From an optimization exercise on the open Yosys and OpenROAD flow, aimed at small area, a short achievable clock period and few clock cycles per item; shortcuts taken in it are not production practice.
The RTL was checked by simulation tests, not by an equivalence proof against the original design.
No driver is modelled on the clock port, so clocking that relies on it looks cheaper here than on a real chip.

// pipelined_floating_point_multiplier
module pipelined_floating_point_multiplier #(
  parameter int unsigned EXPONENT_WIDTH   = 8,
  parameter int unsigned MANTISSA_WIDTH   = 23,
  parameter int unsigned ROUND_TO_NEAREST = 1
) (
  input  logic        clk,
  input  logic        rst,
  input  logic        in_valid,
  output logic        in_ready,
  input  logic [31:0] a,
  input  logic [31:0] b,
  output logic        out_valid,
  input  logic        out_ready,
  output logic [31:0] out,
  output logic        underflow_flag,
  output logic        overflow_flag,
  output logic        invalid_operation_flag
);
  logic en;
  logic r2_v;
  fpm_rdy u_rdy_port (.v(r2_v), .ordy(out_ready), .rdy(in_ready));
  fpm_rdy u_rdy_en   (.v(r2_v), .ordy(out_ready), .rdy(en));
  logic        a_s, b_s;
  logic [7:0]  a_e, b_e;
  logic [22:0] a_m, b_m;
  assign {a_s, a_e, a_m} = a;
  assign {b_s, b_e, b_m} = b;
  logic a_e1, b_e1, a_ez, b_ez;
  assign a_e1 = &a_e;
  assign b_e1 = &b_e;
  assign a_ez = ~|a_e;
  assign b_ez = ~|b_e;
  logic [25:0] yy;
  logic [11:0] c_bone, c_btwo, c_bneg;
  assign yy = {1'b1, b_m, 1'b0};
  always_comb begin
    for (int k = 0; k < 12; k++) begin
      c_bone[k] = yy[2*k+1] ^ yy[2*k];
      c_btwo[k] = (yy[2*k+2] & ~yy[2*k+1] & ~yy[2*k]) | (~yy[2*k+2] & yy[2*k+1] & yy[2*k]);
      c_bneg[k] = yy[2*k+2];
    end
  end
  logic        r0_v;
  logic        r0_s;
  logic        r0_a_e1, r0_a_ez, r0_b_e1, r0_b_ez;
  logic [8:0]  r0_es;
  logic [22:0] r0_ma;
  logic [11:0] r0_bone, r0_btwo, r0_bneg;
  always_ff @(posedge clk or posedge rst) begin
    if (rst)     r0_v <= 1'b0;
    else if (en) r0_v <= in_valid;
  end
  always_ff @(posedge clk) begin
    if (en) begin
      r0_s    <= a_s ^ b_s;
      r0_a_e1 <= a_e1;
      r0_a_ez <= a_ez;
      r0_b_e1 <= b_e1;
      r0_b_ez <= b_ez;
      r0_es   <= {1'b0, a_e} + {1'b0, b_e};
  ...
Size: roughly 2100 cells after synthesis, about 190 flip-flops, about 23000 um^2 of cells after synthesis.
Settings: LEC_CHECK=0, CAP_MARGIN=20, CORE_MARGIN=2, CORE_UTILIZATION=40, SETUP_SLACK_MARGIN=4.95, SLEW_MARGIN=20, SYNTH_HIERARCHICAL=1; clock period 9.0 ns.
standard.sh (not shown) runs the stock make flow with config.mk's settings and CLKGATE_MAP_FILE= SYNTH_SCRIPT=/design/flow/synth_recipe.tcl, a recipe that flattens the netlist after the stock synthesis.
==> flow/flow/run.sh <==
#!/bin/bash
# The standard layout with two changes: the port buffers are buf_1
# cells, and after CTS flow/post_cts.tcl downsizes cells that have slack to
# spare (area recovery). The make output goes to standard.log; ORFS keeps
# each step's log under orfs/logs.
set -euo pipefail
export BUFFER_PORTS_ARGS="-buffer_cell sky130_fd_sc_hd__buf_1"
export POST_CTS_TCL="$(pwd)/flow/post_cts.tcl"
bash standard.sh > standard.log 2>&1
==> flow/flow/post_cts.tcl <==
# Area recovery after CTS: downsize cells on paths that keep slack beyond the
# flow's setup margin, then legalise the placement again. The global-route
# step's timing repair runs after this as usual.
estimate_parasitics -placement
repair_timing -recover_power 100 -setup_margin $::env(SETUP_SLACK_MARGIN) -match_cell_footprint -verbose
detailed_placement
check_placement -verbose
The starting point went through all stages and came out clean.
Testbench counts at the start, summed over its fixed seeds: cycles 12,024, items 12,000.
Next try:
==> flow/flow/run.sh (replaced) <==
#!/bin/bash
# Standard layout, with the port buffers as buf_2 cells instead of the
# default choice. Each tool's output goes to a log file in this folder.
set -e

export BUFFER_PORTS_ARGS="-buffer_cell sky130_fd_sc_hd__buf_2"
bash standard.sh > standard.log 2>&1
removed: flow/flow/post_cts.tcl
After rerunning: Via count rose by 0.98%. Routed wire length came out higher by 0.59%. Critical path depth went down by 5. Cell count is about the same. Utilization went up by 0.18 points. Synthesized cell count is unchanged. Worst hold slack is about the same.
Next try:
==> flow/flow/run.sh (replaced) <==
#!/bin/bash
# The standard layout with two changes: the port buffers are buf_1
# cells, and ABC maps the logic with flow/abc_map.script (one delay-driven
# mapping pass with area recovery) instead of ORFS's speed script. The rest
# of the standard flow's synthesis script (synth_recipe.tcl) runs unchanged. The make
# output goes to standard.log; ORFS keeps each step's log under orfs/logs.
set -euo pipefail
here=$(pwd)
export BUFFER_PORTS_ARGS="-buffer_cell sky130_fd_sc_hd__buf_1"
export FLOW_SYNTH_TCL="$here/synth_recipe.tcl"
export MY_ABC_SCRIPT="$here/flow/abc_map.script"
sed "s|SYNTH_SCRIPT=[^ ]*|SYNTH_SCRIPT=$here/flow/synth_wrap.tcl|" standard.sh > standard_abc.sh
bash standard_abc.sh > standard.log 2>&1
==> flow/flow/abc_map.script (new file) <==
&get -n
&st
&dch
&nf -R 1000
&put
buffer -c
topo
stime -c
upsize -c
dnsize -c
==> flow/flow/synth_wrap.tcl (new file) <==
# synth_recipe.tcl with one change: every abc call uses the script named by
# MY_ABC_SCRIPT in place of the one ORFS picks.
proc abc {args} {
  set i [lsearch -exact $args -script]
  if {$i >= 0 && [info exists ::env(MY_ABC_SCRIPT)]} {
    lset args [expr {$i + 1}] $::env(MY_ABC_SCRIPT)
    puts "synth_wrap: abc runs $::env(MY_ABC_SCRIPT)"
  }
  yosys abc {*}$args
}
source $::env(FLOW_SYNTH_TCL)
- clock-buffer cell count stays the same
- final cell count decreases by 3.0%
- fmax decreases by 9.4%
- die area decreases by 4.2%
- non-clock buffer count increases by 33
Next try:
==> flow/flow/run.sh (replaced) <==
#!/bin/bash
# Standard layout, with the port buffers as buf_1 cells instead of the
# default choice. Each tool's output goes to a log file in this folder.
set -e

export BUFFER_PORTS_ARGS="-buffer_cell sky130_fd_sc_hd__buf_1"
bash standard.sh > standard.log 2>&1
PLACE_DENSITY = 0.75   (was unset)
removed: flow/flow/abc_map.script
removed: flow/flow/synth_wrap.tcl
Via count rises by a little under a tenth.
Worst setup slack improves by 0.33 ns.
First-iteration DRC count rises by well over a third.
Final cell count rises by a few percent.
Global-route usage barely changes.

[port drivers added, routing unchanged]
Ports are ideal in the flow. The routed layouts listed here were re-timed in OpenROAD. Step 1 assumes that a clkbuf_16 drives the clock port and a buf_2 every other input. Step 2 times the ports against the registers' clock, not the clock port: input delays grow and output delays shrink by t, the midpoint of the rising clock arrivals with the driver on. a / b / c = no drivers / after step 1 / after step 2; a / b = the first two.
run | t (ns) | slack for setup (ns) | worst setup path at the end | slew at the worst register clock pin (ns)
the first run | 0.568 | 5.040 / 5.040 / 5.040 | register to register | 0.10 / 0.10
the second run | 0.569 | 5.027 / 5.009 / 5.009 | input to output | 0.10 / 0.10
the third run | 0.546 | 4.613 / 4.613 / 4.613 | register to register | 0.08 / 0.08
the fourth run | 0.562 | 4.945 / 4.945 / 4.945 | register to register | 0.09 / 0.09
After both steps setup and hold are still met in every run listed. The setup slack of the second run, which loses most, moves by -0.018 ns with the drivers and by -0.018 ns with both steps.
